From an optimization exercise on the open Yosys and OpenROAD flow, aimed at a short achievable clock period and few clock cycles per item; shortcuts taken in it are not production practice. Only simulation tests tie the RTL to the original design; equivalence was not proved. Power and IR drop assume default switching activity.

==> run B: inputs <==
==> flow/design.v (excerpt) <==
module zmips_top
(
    input  logic            clk,
    input  logic            rst,
    input  logic [XLEN-1:0] i_data,
    output logic [XLEN-1:0] i_addr,
    output logic [XLEN-1:0] d_addr,
    output logic [XLEN-1:0] d_wdata,
    output logic            d_wr
);
Settings: LEC_CHECK=0, CAP_MARGIN=20, CORE_MARGIN=2, CORE_UTILIZATION=40, SLEW_MARGIN=20; clock period 10.5 ns.
standard.sh (not shown) runs the stock make flow with config.mk's settings and CLKGATE_MAP_FILE= SYNTH_SCRIPT=/design/flow/synth_recipe.tcl, a recipe that flattens the netlist after the stock synthesis.
==> flow/flow/run.sh <==
#!/bin/bash
export ADDER_MAP_FILE=
export SETUP_SLACK_MARGIN=7.0
export BUFFER_PORTS_ARGS="-buffer_cell sky130_fd_sc_hd__buf_4"
bash standard.sh > standard.log 2>&1
==> run H: changes against run B <==
--- a/flow/design.v
+++ b/flow/design.v
@@ -1,12 +1,13 @@
 `default_nettype none
 package zmips_pkg;
     localparam int XLEN   = 32;    
     localparam int REG_AW = 5;     
     localparam int PCW    = 30;    
-    localparam int NEAR_W = 12;    
+    localparam int BTB_AW = 3;     
+    localparam int BTB_N  = 8;     
     localparam logic [1:0] FMT_I = 2'b10;
     localparam logic [1:0] FMT_J = 2'b11;
 endpackage
 `default_nettype wire
 `default_nettype none
 import zmips_pkg::*;
@@ -15,47 +16,52 @@
     input  logic            clk,
     input  logic            rst,
     input  logic            mis_d,          
     input  logic [PCW-1:0]  alt_d,
     input  logic            mis_e,          
     input  logic [PCW-1:0]  alt_e,
+    input  logic            btb_wr,         
+    input  logic [PCW-1:0]  btb_wr_pc,
+    input  logic [PCW-1:0]  btb_wr_tgt,
     input  logic [XLEN-1:0] i_data,
     output logic [XLEN-1:0] i_addr,
     output logic [XLEN-1:0] id_instr,
     output logic            id_valid,
     output logic            id_pred,        
-    output logic [PCW-1:0]  id_pc_inc       
+    output logic [PCW-1:0]  id_pc,          
+    output logic [PCW-1:0]  id_pc_inc,      
+    output logic [31:0]     id_rs_oh,       
+    output logic [31:0]     id_rt_oh
 );
-    localparam int NW = NEAR_W;
-    logic [PCW-1:0]    pc, pc_inc, near_tgt, f_next, d_next;
-    logic [PCW-NW-1:0] hi_inc, hi_dec;
-    logic [NW:0]       lo_sum;
-    logic              is_j, is_b, pred, near;
-    logic              s_inc, s_dec, s_same;
+    localparam int NB = BTB_N;
+    logic [PCW-1:0]         pc, pc_inc, f_next, d_next, btb_tgt;
+    logic [NB-1:0]          btb_v, hit;
+    logic [NB-1:0][PCW-1:0] btb_pc, btb_to;
+    logic [BTB_AW-1:0]      btb_ptr;
+    logic                   is_j, btb_hit;
+    logic                   fill;
+    logic [PCW-1:0]         fill_pc, fill_tgt;
     assign i_addr = {pc, 2'b00};
     assign pc_inc = pc + 1'b1;
-    assign hi_inc = pc[PCW-1:NW] + 1'b1;
-    assign hi_dec = pc[PCW-1:NW] - 1'b1;
+    always_comb
+    begin
+        btb_tgt = '0;
+        for (int i = 0; i < NB; i++)
+        begin
+            hit[i]  = btb_v[i] & (btb_pc[i] == pc);
+            btb_tgt = btb_tgt | (btb_to[i] & {PCW{hit[i]}});
+        end
+    end
+    assign btb_hit = |hit;
     assign is_j = (i_data[31:30] == FMT_J);
-    assign is_b = (i_data[31:30] == FMT_I);
-    assign near = (i_data[25:NW-1] == '0) | (i_data[25:NW-1] == '1);
-    assign pred = near & ((i_data[27:26] == 2'd3) | i_data[25]
-                          | (i_data[27:26] == 2'd0 & ~i_data[29]));
-    assign lo_sum = {1'b0, pc[NW-1:0]} + {1'b0, i_data[NW-1:0]} + 1'b1;
-    assign s_inc  = lo_sum[NW] & ~i_data[NW-1];
-    assign s_dec  = ~lo_sum[NW] & i_data[NW-1];
-    assign s_same = ~(s_inc | s_dec);
-    assign near_tgt = {({(PCW-NW){s_inc}} & hi_inc) | ({(PCW-NW){s_dec}} & hi_dec)
-                       | ({(PCW-NW){s_same}} & pc[PCW-1:NW]),
-                       lo_sum[NW-1:0]};
     always_comb
     begin
         if (is_j)
             f_next = i_data[29:0];
-        else if (is_b && pred)
-            f_next = near_tgt;
+        else if (btb_hit)
+            f_next = btb_tgt;
         else
             f_next = pc_inc;
     end
     assign d_next = mis_e ? alt_e : alt_d;
     always_ff @(posedge clk)
     begin
@@ -70,26 +76,61 @@
             id_valid <= ~(mis_e | mis_d);
         end
     end
     always_ff @(posedge clk)
     begin
         id_instr  <= i_data;
-        id_pred   <= pred;
+        id_pred   <= btb_hit & ~is_j;
+        id_pc     <= pc;
         id_pc_inc <= pc_inc;
+        id_rs_oh  <= 32'd1 << i_data[25:21];
+        id_rt_oh  <= 32'd1 << i_data[20:16];
+    end
+    always_ff @(posedge clk)
+    begin
+        if (rst)
+        begin
+            fill    <= 1'b0;
+            btb_v   <= '0;
+            btb_ptr <= '0;
+        end
+        else
+        begin
+            fill <= btb_wr;
+            if (fill)
+            begin
+                for (int i = 0; i < NB; i++)
+                    if (btb_ptr == i)
+                        btb_v[i] <= 1'b1;
+                btb_ptr <= btb_ptr + 1'b1;
+            end
+        end
+    end
+    always_ff @(posedge clk)
+    begin
+        fill_pc  <= btb_wr_pc;
+        fill_tgt <= btb_wr_tgt;
+        for (int i = 0; i < NB; i++)
+            if (fill && btb_ptr == i)
+            begin
+                btb_pc[i] <= fill_pc;
+                btb_to[i] <= fill_tgt;
+            end
     end
 endmodule
 `default_nettype wire
 `default_nettype none
 import zmips_pkg::*;
 module zmips_control
 (
     input  logic              clk,
     input  logic              rst,
     input  logic [XLEN-1:0]   id_instr,
     input  logic              id_valid,
     input  logic              id_pred,
+    input  logic [PCW-1:0]    id_pc,
     input  logic [PCW-1:0]    id_pc_inc,
     input  logic              flag_z,
     input  logic              flag_c,
     input  logic              flag_n,
     input  logic              ex_zsum,
     input  logic              mis_e,          
@@ -100,12 +141,15 @@
     input  logic [REG_AW-1:0] wb_addr,
     input  logic              wb_wr,
     output logic [REG_AW-1:0] rs_addr,
     output logic [REG_AW-1:0] rt_addr,
     output logic              mis_d,
     output logic [PCW-1:0]    alt_d,
+    output logic              btb_wr,
+    output logic [PCW-1:0]    btb_wr_pc,
+    output logic [PCW-1:0]    btb_wr_tgt,
     output logic [XLEN-1:0]   ex_a,
     output logic [XLEN-1:0]   ex_b,           
     output logic [XLEN-1:0]   ex_bx,          
     output logic              ex_op_pass,
     output logic              ex_op_and,
     output logic              ex_op_or,
@@ -127,13 +171,13 @@
     output logic              ex_br_k,
     output logic [PCW-1:0]    ex_br_alt
 );
     logic              valid, is_r, is_imm, is_b, is_cond;
     logic [3:0]        code;
     logic [1:0]        cc;
-    logic              wr_f, fr, k, use_reg, use_live, defer;
+    logic              wr_f, fr, k, st, use_reg, use_live, defer;
     logic              m_reg, m_live;
     logic [PCW-1:0]    br_tgt;
     logic              fwd_a, fwd_b, sub;
     logic [XLEN-1:0]   a_val, rs_val, rt_val, b_next;
     logic [REG_AW-1:0] dest;
     assign valid   = id_valid & ~mis_e;
@@ -153,20 +197,25 @@
             2'd0:    begin wr_f = ex_wr_z; fr = flag_z; end
             2'd1:    begin wr_f = ex_wr_c; fr = flag_c; end
             default: begin wr_f = ex_wr_n; fr = flag_n; end
         endcase
     end
     assign k        = ~(id_instr[29] ^ id_pred);
+    assign st       = (cc == 2'd3) | id_instr[25] | (cc == 2'd0 & ~id_instr[29]);
     assign use_reg  = ~wr_f;
     assign use_live = wr_f & (cc == 2'd0) & ex_op_arith;
     assign defer    = wr_f & ~use_live;
-    assign m_reg    = (is_b & (cc == 2'd3) & ~id_pred) | (is_cond & use_reg & (fr ^ k));
+    assign m_reg    = (is_b & (cc == 2'd3) & ~id_pred) | (is_cond & use_reg & (fr ^ k))
+                    | (is_cond & defer & st & ~id_pred);
     assign m_live   = is_cond & use_live;
     assign mis_d    = m_reg | (m_live & (ex_zsum ^ k));
     assign br_tgt   = id_pc_inc + {{(PCW-26){id_instr[25]}}, id_instr[25:0]};
     assign alt_d    = id_pred ? id_pc_inc : br_tgt;
+    assign btb_wr     = is_b & st & ~id_pred;
+    assign btb_wr_pc  = id_pc;
+    assign btb_wr_tgt = br_tgt;
     assign rs_val = (wb_wr && wb_addr == rs_addr) ? wb_data : rs_data;
     assign rt_val = (wb_wr && wb_addr == rt_addr) ? wb_data : rt_data;
     assign a_val  = is_imm ? {{6{id_instr[25]}}, id_instr[25:0]} : rs_val;
     assign fwd_a  = ~is_imm & ex_wr_reg & (ex_dest == rs_addr);
     assign fwd_b  = ex_wr_reg & (ex_dest == rt_addr);
     assign b_next = fwd_b ? ex_y : rt_val;
@@ -186,14 +235,14 @@
         ex_op_sra <= (code == 4'b1011);
         ex_op_pass <= ~((code[3:2] == 2'b00 & code[1:0] != 2'b00) | code == 4'b0100
                         | code == 4'b0101 | code == 4'b1000 | code == 4'b1010
                         | code == 4'b1011);
         ex_cin_one <= sub & ~id_instr[28];
         ex_br_cc  <= cc;
-        ex_br_k   <= k;
-        ex_br_alt <= alt_d;
+        ex_br_k   <= ~(id_instr[29] ^ st);       
+        ex_br_alt <= st ? id_pc_inc : br_tgt;
     end
     always_ff @(posedge clk)
     begin
         if (rst)
         begin
             ex_wr_reg <= 1'b0;
@@ -217,14 +266,14 @@
 `default_nettype wire
 `default_nettype none
 import zmips_pkg::*;
 module zmips_regfile
 (
     input  logic              clk,
-    input  logic [REG_AW-1:0] rs_addr,
-    input  logic [REG_AW-1:0] rt_addr,
+    input  logic [31:0]       rs_oh,      
+    input  logic [31:0]       rt_oh,
     input  logic [REG_AW-1:0] wr_addr,
     input  logic [XLEN-1:0]   wr_data,
     input  logic              wr,
     output logic [XLEN-1:0]   rs_data,
     output logic [XLEN-1:0]   rt_data
 );
@@ -232,14 +281,22 @@
     always_ff @(posedge clk)
     begin
         for (int i = 0; i < 32; i++)
             if (wr && wr_addr == 5'(i))
                 regs[i] <= wr_data;
     end
-    assign rs_data = regs[rs_addr];
-    assign rt_data = regs[rt_addr];
+    always_comb
+    begin
+        rs_data = '0;
+        rt_data = '0;
+        for (int i = 0; i < 32; i++)
+        begin
+            rs_data = rs_data | (regs[i] & {XLEN{rs_oh[i]}});
+            rt_data = rt_data | (regs[i] & {XLEN{rt_oh[i]}});
+        end
+    end
 endmodule
 `default_nettype wire
 `default_nettype none
 import zmips_pkg::*;
 module zmips_alu
 (
@@ -417,15 +474,18 @@
     output logic [XLEN-1:0] d_addr,
     output logic [XLEN-1:0] d_wdata,
     output logic            d_wr
 );
     logic [XLEN-1:0]   id_instr;
     logic              id_valid, id_pred;
-    logic [PCW-1:0]    id_pc_inc, alt_d, alt_e;
+    logic [PCW-1:0]    id_pc, id_pc_inc, alt_d, alt_e;
+    logic              btb_wr;
+    logic [PCW-1:0]    btb_wr_pc, btb_wr_tgt;
     logic              mis_d, mis_e;
     logic [REG_AW-1:0] rs_addr, rt_addr;
+    logic [31:0]       id_rs_oh, id_rt_oh;
     logic [XLEN-1:0]   rs_data, rt_data;
     logic [XLEN-1:0]   ex_a, ex_b, ex_bx, ex_y;
     logic              ex_op_pass, ex_op_and, ex_op_or, ex_op_xor, ex_op_arith;
     logic              ex_op_sll, ex_op_srl, ex_op_sra;
     logic [4:0]        ex_shamt;
     logic              ex_cin_one;
@@ -437,27 +497,30 @@
     logic              ex_zsum;
     logic              flag_z, flag_c, flag_n;
     logic [XLEN-1:0]   wb_data;
     logic [REG_AW-1:0] wb_addr;
     logic              wb_wr;
     zmips_fetch u_fetch (
-        .clk, .rst, .mis_d, .alt_d, .mis_e, .alt_e, .i_data, .i_addr,
-        .id_instr, .id_valid, .id_pred, .id_pc_inc
+        .clk, .rst, .mis_d, .alt_d, .mis_e, .alt_e,
+        .btb_wr, .btb_wr_pc, .btb_wr_tgt, .i_data, .i_addr,
+        .id_instr, .id_valid, .id_pred, .id_pc, .id_pc_inc, .id_rs_oh, .id_rt_oh
     );
     zmips_control u_control (
-        .clk, .rst, .id_instr, .id_valid, .id_pred, .id_pc_inc,
+        .clk, .rst, .id_instr, .id_valid, .id_pred, .id_pc, .id_pc_inc,
         .flag_z, .flag_c, .flag_n, .ex_zsum, .mis_e,
         .rs_data, .rt_data, .ex_y, .wb_data, .wb_addr, .wb_wr, .rs_addr, .rt_addr,
-        .mis_d, .alt_d,
+        .mis_d, .alt_d, .btb_wr, .btb_wr_pc, .btb_wr_tgt,
         .ex_a, .ex_b, .ex_bx, .ex_op_pass, .ex_op_and, .ex_op_or, .ex_op_xor,
         .ex_op_arith, .ex_op_sll, .ex_op_srl, .ex_op_sra,
         .ex_shamt, .ex_cin_one, .ex_dest, .ex_wr_reg, .ex_store,
         .ex_wr_z, .ex_wr_c, .ex_wr_n, .ex_br, .ex_br_cc, .ex_br_k, .ex_br_alt
     );
     zmips_regfile u_regfile (
-        .clk, .rs_addr, .rt_addr,
+        .clk,
+        .rs_oh   (id_rs_oh),
+        .rt_oh   (id_rt_oh),
         .wr_addr (wb_addr),
         .wr_data (wb_data),
         .wr      (wb_wr),
         .rs_data, .rt_data
     );
     zmips_execute u_execute (
==> summary.txt <==
Critical Path End: run H u_control.ex_a[0]; run B u_fetch.pc[17]
Met3 demand-to-capacity share in global routing: run H 14.1%; run B 5.02%
Type of origin of the critical path: run H register; run B input pin
Seq Cell Count: run H 2024; run B 1378
Mean Syn Cell Area: run H 12.7 sq um; run B 14.1 sq um
Result of the run: run H finished clean; run B finished clean
Die footprint: run H 0.219 sq mm; run B 0.178 sq mm
Synthesis-stage register bit count: run H 2024; run B 1378
Final #Nets: run H 7031; run B 5038
Setup CP Type: run H reg -> reg; run B in -> reg
Combinational fraction of design power: run H 11.7%; run B 15.5%
Starting DRT DRC Count: run H 15721; run B 7514
Cells resized by post-CTS repair: run H 366; run B 285
Static Leak: run H 0.0341 uW; run B 0.0270 uW
Maximum fanout encountered on the critical timing path: run H 17; run B 6
Placement-stage worst setup slack: run H 5.88 ns; run B 5.46 ns
Post-synthesis xor/xnor area fraction: run H 4.96%; run B 3.11%
Worst Hold Margin: run H 0.325 ns; run B 0.393 ns
Endpoint of the lowest-slack register-to-register path: run H u_control.ex_a[0]; run B u_fetch.pc[25]
Internal Dissipation: run H 14200 uW; run B 10100 uW
Pwr Density: run H 191 mW/mm^2; run B 172 mW/mm^2
CP Data Required Time: run H 11.14 ns; run B 11.16 ns
Multiplexer share of the synthesized area: run H 1.67%; run B 23.9%
Routed wl met3: run H 63200 microns; run B 23600 microns
Launching point of the worst reg2reg path: run H u_fetch.id_rs_oh[10]; run B u_control.ex_a[20]
Testbench counts of run B, summed over its fixed seeds: cycles 40,522, instrs 37,437.
Testbench counts of run H, summed over its fixed seeds: cycles 41,146, instrs 37,437.

## re-timing with driven ports
No port has a modelled driver above. Below, the same layouts with a new extraction and two added sets of constraints.
Step 1 assumes that a clkbuf_16 drives the clock port and a buf_2 every other input.
Step 2 moves the port delays by t, midway between the first and last clock arrival at a register: inputs arrive t later, outputs are due t later. That takes back most of the time a late clock gives input paths.
Three values: ideal, step 1, step 2; two values: the first two.
run	t (ns)	slack for setup (ns)	slew at the worst register clock pin (ns)	worst data-port slew with drivers (ns)
run B	0.865	6.660 / 6.685 / 5.820	0.07 / 0.07	0.07
run H	0.940	6.827 / 6.827 / 6.613	0.07 / 0.07	0.21
After both steps setup and hold are still met in every run listed. For run B, which loses most, drivers alone change the setup slack by +0.025 ns; drivers and shift together by -0.840 ns.
